Source: an optimization exercise on an open RTL-to-GDS flow (aim: small area, a short achievable clock period and few clock cycles). Production flows keep margins and buffers that such runs may drop.
RTL that was checked went through simulation tests only; none was proved equivalent to the original.
Power and IR drop assume default switching activity.

==> module histTop, before the edit <==
module histTop #(
    parameter int BIN_WIDTH = histPkg::BIN_WIDTH,
    parameter int COUNT_WIDTH = histPkg::COUNT_WIDTH,
    parameter int HITS_PER_FRAME = histPkg::HITS_PER_FRAME
) (
    input  logic                   clk,
    input  logic                   res,
    input  logic                   start,
    input  logic                   hitValid,
    input  logic [BIN_WIDTH-1:0]   hitBin,
    output logic                   busy,
    output logic                   collecting,
    output logic                   peakValid,
    output logic [BIN_WIDTH-1:0]   peakBin,
    output logic [COUNT_WIDTH-1:0] peakCount
);
    localparam int BINS = 2 ** BIN_WIDTH;
    localparam int HIT_COUNT_WIDTH = $clog2(HITS_PER_FRAME + 1);
    localparam logic [HIT_COUNT_WIDTH-1:0] LAST_HIT = HIT_COUNT_WIDTH'(HITS_PER_FRAME - 1);
    localparam int LO_WIDTH = 5;
    localparam int HI_WIDTH = COUNT_WIDTH - LO_WIDTH;
    localparam int SLOTS = HITS_PER_FRAME / (2 ** LO_WIDTH);
    logic startAcc;
    logic hitAccept;
    logic lastHit;
    logic [HIT_COUNT_WIDTH-1:0] hitCount;
    logic clr;
    localparam int LO_SEL = BIN_WIDTH / 2;
    localparam int HI_SEL = BIN_WIDTH - LO_SEL;
    logic                 v1;
    logic                 last1;
    logic [BIN_WIDTH-1:0] bin1;
    logic [2**LO_SEL-1:0] selLo1;
    logic [2**HI_SEL-1:0] selHi1;
    logic                   v2;
    logic                   last2;
    logic [BIN_WIDTH-1:0]   bin2;
    logic [LO_WIDTH-1:0]    lo2;
    logic [HI_WIDTH-1:0]    hi2;
    logic [SLOTS-1:0]       match2;
    logic                   same2;
    logic [COUNT_WIDTH-1:0] fwdCnt;
    logic [COUNT_WIDTH-1:0] maxCntM1;
    logic [BIN_WIDTH-1:0]   maxBinN;
    logic [LO_WIDTH-1:0]    lo [BINS];
    logic [SLOTS-1:0]       slotUsed;
    logic [BIN_WIDTH-1:0]   slotBin [SLOTS];
    logic [HI_WIDTH-1:0]    slotHi [SLOTS];
    logic [SLOTS-1:0]       match1;
    logic [HI_WIDTH-1:0]    hi1;
    logic [LO_WIDTH-1:0]    lo1;
    logic [COUNT_WIDTH-1:0] oldCnt;
    logic [COUNT_WIDTH-1:0] newCnt;
    logic [COUNT_WIDTH-1:0] cnt2;
    logic [SLOTS-1:0]       oldSlot;
    logic                   hasSlot;
    logic                   carry;
    logic [SLOTS-1:0]       freeSlot;
    logic [SLOTS-1:0]       slotWr;
    logic [LO_WIDTH-1:0]    loData;
    logic                   upd;
    logic                   done;
    assign startAcc = start && !busy;
    assign hitAccept = hitValid && collecting;
    assign lastHit = hitAccept && (hitCount == LAST_HIT);
    always_ff @(posedge clk or negedge res) begin
        if (!res) begin
            busy <= 1'b0;
            collecting <= 1'b0;
            peakValid <= 1'b0;
            peakBin <= '0;
            peakCount <= '0;
            v1 <= 1'b0;
            last1 <= 1'b0;
            v2 <= 1'b0;
            last2 <= 1'b0;
        end else begin
            v1 <= hitAccept;
            last1 <= lastHit;
            v2 <= v1;
            last2 <= last1;
            peakValid <= done;
            if (startAcc) begin
                busy <= 1'b1;
            end else if (done) begin
                busy <= 1'b0;
            end
            if (startAcc) begin
                collecting <= 1'b1;
            end else if (lastHit) begin
                collecting <= 1'b0;
            end
            if (done) begin
                peakBin <= upd ? bin2 : ~maxBinN;
                peakCount <= upd ? newCnt : maxCntM1 + 1'b1;
            end
        end
    end
    always_comb begin
        hi1 = '0;
        for (int s = 0; s < SLOTS; s++) begin
            match1[s] = slotUsed[s] && (slotBin[s] == bin1);
            if (match1[s]) begin
                hi1 = hi1 | slotHi[s];
            end
        end
    end
    always_ff @(posedge clk) begin
        clr <= startAcc;
        if (startAcc) begin
            hitCount <= '0;
        end else if (hitAccept) begin
            hitCount <= hitCount + 1'b1;
        end
    end
    always_comb begin
        logic [LO_WIDTH-1:0] part;
        lo1 = '0;
        for (int h = 0; h < 2 ** HI_SEL; h++) begin
            part = '0;
            for (int l = 0; l < 2 ** LO_SEL; l++) begin
                part = part | ({LO_WIDTH{selLo1[l]}} & lo[h * (2 ** LO_SEL) + l]);
            end
            lo1 = lo1 | ({LO_WIDTH{selHi1[h]}} & part);
        end
    end
    always_ff @(posedge clk) begin
        bin1 <= hitBin;
        for (int l = 0; l < 2 ** LO_SEL; l++) begin
            selLo1[l] <= (hitBin[LO_SEL-1:0] == LO_SEL'(l));
        end
        for (int h = 0; h < 2 ** HI_SEL; h++) begin
            selHi1[h] <= (hitBin[BIN_WIDTH-1:LO_SEL] == HI_SEL'(h));
        end
        bin2 <= bin1;
        lo2 <= lo1;
        hi2 <= hi1;
        match2 <= match1;
        same2 <= v2 && (bin2 == bin1);
        fwdCnt <= newCnt;
    end
    assign cnt2 = {hi2, lo2};
    assign oldCnt = same2 ? fwdCnt : cnt2;
    assign oldSlot = match2;
    assign newCnt = same2 ? fwdCnt + 1'b1 : cnt2 + 1'b1;
    assign hasSlot = |oldSlot;
    assign carry = same2 ? &fwdCnt[LO_WIDTH-1:0] : &lo2;
    assign freeSlot = slotUsed ^ {slotUsed[SLOTS-2:0], 1'b1};
    assign slotWr = (v2 && carry) ? (hasSlot ? oldSlot : freeSlot) : '0;
    assign upd = v2 && (same2 ? ({fwdCnt, ~bin2} >= {maxCntM1, maxBinN})
                              : ({cnt2, ~bin2} >= {maxCntM1, maxBinN}));
    assign done = v2 && last2;
    assign loData = clr ? '0 : newCnt[LO_WIDTH-1:0];
    always_ff @(posedge clk) begin
        if (clr) begin
            maxCntM1 <= '0;
            maxBinN <= '0;
        end else if (upd) begin
            maxCntM1 <= oldCnt;
            maxBinN <= ~bin2;
        end
    end
    always_ff @(posedge clk) begin
        if (clr) begin
            slotUsed <= '0;
        end else if (v2 && carry && !hasSlot) begin
            slotUsed <= {slotUsed[SLOTS-2:0], 1'b1};
        end
    end
    for (genvar s = 0; s < SLOTS; s++) begin : gSlot
        localparam int HW = $clog2((HITS_PER_FRAME - s * (2 ** LO_WIDTH)) / (2 ** LO_WIDTH) + 1);
        always_ff @(posedge clk) begin
            if (slotWr[s]) begin
                slotBin[s] <= bin2;
            end
        end
        if (HW < HI_WIDTH) begin : gNarrow
            logic [HW-1:0] hiQ;
            always_ff @(posedge clk) begin
                if (slotWr[s]) begin
                    hiQ <= newCnt[LO_WIDTH +: HW];
                end
            end
            assign slotHi[s] = HI_WIDTH'(hiQ);
        end else begin : gFull
            always_ff @(posedge clk) begin
                if (slotWr[s]) begin
                    slotHi[s] <= newCnt[COUNT_WIDTH-1:LO_WIDTH];
                end
            end
        end
    end
    for (genvar b = 0; b < BINS; b++) begin : gBin
        always_ff @(posedge clk) begin
            if (clr || (v2 && (bin2 == BIN_WIDTH'(b)))) begin
                lo[b] <= loData;
            end
        end
    end
endmodule
==> flow/config.mk <==
export PLATFORM = sky130hd
export DESIGN_NAME = histTop
export DESIGN_NICKNAME = histTop
export VERILOG_FILES = /design/flow/design.v
export SDC_FILE = /design/flow/constraint.sdc
export NUM_CORES = 4
export LEC_CHECK = 0
export CAP_MARGIN = 20
export CORE_MARGIN = 2
export CORE_UTILIZATION = 40
export SETUP_SLACK_MARGIN = 2.0
export SLEW_MARGIN = 20
==> flow/constraint.sdc <==
create_clock -name core_clock -period 4.2 [get_ports {clk}]
set_input_delay 0.8400 -clock core_clock [delete_from_list [all_inputs] [get_ports {clk}]]
set_output_delay 0.8400 -clock core_clock [all_outputs]
set_load 0.01 [all_outputs]
run.sh (not shown) runs the stock make flow with config.mk's settings and CLKGATE_MAP_FILE= SYNTH_SCRIPT=/design/flow/synth_recipe.tcl, a recipe that flattens the netlist after the stock synthesis.
Change:
--- a/flow/design.v
+++ b/flow/design.v
@@ -1,10 +1,43 @@
 package histPkg;
     localparam int BIN_WIDTH = 6;
     localparam int COUNT_WIDTH = 8;
     localparam int HITS_PER_FRAME = 200;
 endpackage
+module histGeq #(
+    parameter int W = 14
+) (
+    input  logic [W-1:0] a,
+    input  logic [W-1:0] b,
+    output logic         ge
+);
+    localparam int LEVELS = $clog2(W);
+    localparam int N = 2 ** LEVELS;
+    logic [N-1:0] gt [LEVELS+1];
+    logic [N-1:0] eq [LEVELS+1];
+    for (genvar i = 0; i < N; i++) begin : gLeaf
+        if (i < W) begin : gBit
+            assign gt[0][i] = a[i] & ~b[i];
+            assign eq[0][i] = ~(a[i] ^ b[i]);
+        end else begin : gPad
+            assign gt[0][i] = 1'b0;
+            assign eq[0][i] = 1'b1;
+        end
+    end
+    for (genvar l = 0; l < LEVELS; l++) begin : gLevel
+        for (genvar j = 0; j < N; j++) begin : gNode
+            if (j < (N >> (l + 1))) begin : gUsed
+                assign gt[l+1][j] = gt[l][2*j+1] | (eq[l][2*j+1] & gt[l][2*j]);
+                assign eq[l+1][j] = eq[l][2*j+1] & eq[l][2*j];
+            end else begin : gUnused
+                assign gt[l+1][j] = 1'b0;
+                assign eq[l+1][j] = 1'b0;
+            end
+        end
+    end
+    assign ge = gt[LEVELS][0] | eq[LEVELS][0];
+endmodule
 module histTop #(
     parameter int BIN_WIDTH = histPkg::BIN_WIDTH,
     parameter int COUNT_WIDTH = histPkg::COUNT_WIDTH,
     parameter int HITS_PER_FRAME = histPkg::HITS_PER_FRAME
 ) (
@@ -63,10 +96,30 @@
     logic [SLOTS-1:0]       freeSlot;
     logic [SLOTS-1:0]       slotWr;
     logic [LO_WIDTH-1:0]    loData;
     logic                   upd;
     logic                   done;
+    function automatic logic [COUNT_WIDTH-1:0] incr(input logic [COUNT_WIDTH-1:0] x);
+        logic c;
+        c = 1'b1;
+        for (int i = 0; i < COUNT_WIDTH; i++) begin
+            incr[i] = x[i] ^ c;
+            c = c & x[i];
+        end
+    endfunction
+    logic geF;
+    logic geR;
+    histGeq #(.W(COUNT_WIDTH + BIN_WIDTH)) uGeF (
+        .a({fwdCnt, ~bin2}),
+        .b({maxCntM1, maxBinN}),
+        .ge(geF)
+    );
+    histGeq #(.W(COUNT_WIDTH + BIN_WIDTH)) uGeR (
+        .a({cnt2, ~bin2}),
+        .b({maxCntM1, maxBinN}),
+        .ge(geR)
+    );
     assign startAcc = start && !busy;
     assign hitAccept = hitValid && collecting;
     assign lastHit = hitAccept && (hitCount == LAST_HIT);
     always_ff @(posedge clk or negedge res) begin
         if (!res) begin
@@ -95,11 +148,11 @@
             end else if (lastHit) begin
                 collecting <= 1'b0;
             end
             if (done) begin
                 peakBin <= upd ? bin2 : ~maxBinN;
-                peakCount <= upd ? newCnt : maxCntM1 + 1'b1;
+                peakCount <= upd ? newCnt : incr(maxCntM1);
             end
         end
     end
     always_comb begin
         hi1 = '0;
@@ -145,17 +198,16 @@
         fwdCnt <= newCnt;
     end
     assign cnt2 = {hi2, lo2};
     assign oldCnt = same2 ? fwdCnt : cnt2;
     assign oldSlot = match2;
-    assign newCnt = same2 ? fwdCnt + 1'b1 : cnt2 + 1'b1;
+    assign newCnt = same2 ? incr(fwdCnt) : incr(cnt2);
     assign hasSlot = |oldSlot;
     assign carry = same2 ? &fwdCnt[LO_WIDTH-1:0] : &lo2;
     assign freeSlot = slotUsed ^ {slotUsed[SLOTS-2:0], 1'b1};
     assign slotWr = (v2 && carry) ? (hasSlot ? oldSlot : freeSlot) : '0;
-    assign upd = v2 && (same2 ? ({fwdCnt, ~bin2} >= {maxCntM1, maxBinN})
-                              : ({cnt2, ~bin2} >= {maxCntM1, maxBinN}));
+    assign upd = v2 && (same2 ? geF : geR);
     assign done = v2 && last2;
     assign loData = clr ? '0 : newCnt[LO_WIDTH-1:0];
     always_ff @(posedge clk) begin
         if (clr) begin
             maxCntM1 <= '0;
- The changed run completed with no timing, DRC or antenna violations
- first-iteration DRC count went up slightly
- via count went down slightly
- maximum frequency went up by a few percent
- cell area went down by a few percent
- non-clock buffer count went down by 31
- synthesized area went up slightly
- hold slack is worse by 6.2 ps
- utilization went down by 1.4 points
- wire length went down by a few percent
- clock power went down by a few percent
- final cell count went down slightly
- clock skew hardly moves
- count of clock-buffer cells in the layout went down by 5
- setup slack is better by 150 ps
Testbench counts after the change, summed over its fixed seeds: cycles 55,492.
The RTL of the first run of this note was laid out without a check of its function.

port drivers added, routing unchanged:
How much do the figures lean on ideal ports? The routed layouts below were timed once more, with nothing changed but the port constraints.
Step 1 sets driving cells, clkbuf_16 on the clock port and buf_2 on the other inputs (assumed; they add their load-dependent delay and slew).
Step 2 moves the port delays by t, midway between the first and last clock arrival at a register: inputs arrive t later, outputs are due t later. That takes back most of the time a late clock gives input paths.
Three values: ideal ports, drivers, drivers and shift; two values: the first two.
| run | shift t [ns] | slack for setup (ns) | hold WS [ns] | latest minus earliest clock arrival (ns) | cell pins on the clock port's net |
|---|---|---|---|---|---|
| the first run | 0.633 | 1.830 / 1.830 / 1.830 | 0.233 / 0.200 / 0.365 | 0.026 / 0.025 | 1 |
| the second run | 0.649 | 1.983 / 1.976 / 1.760 | 0.227 / 0.193 / 0.354 | 0.027 / 0.027 | 1 |
After both steps setup and hold are still met in every run listed. The setup slack of the second run, which loses most, moves by -0.007 ns with the drivers and by -0.223 ns with both steps.
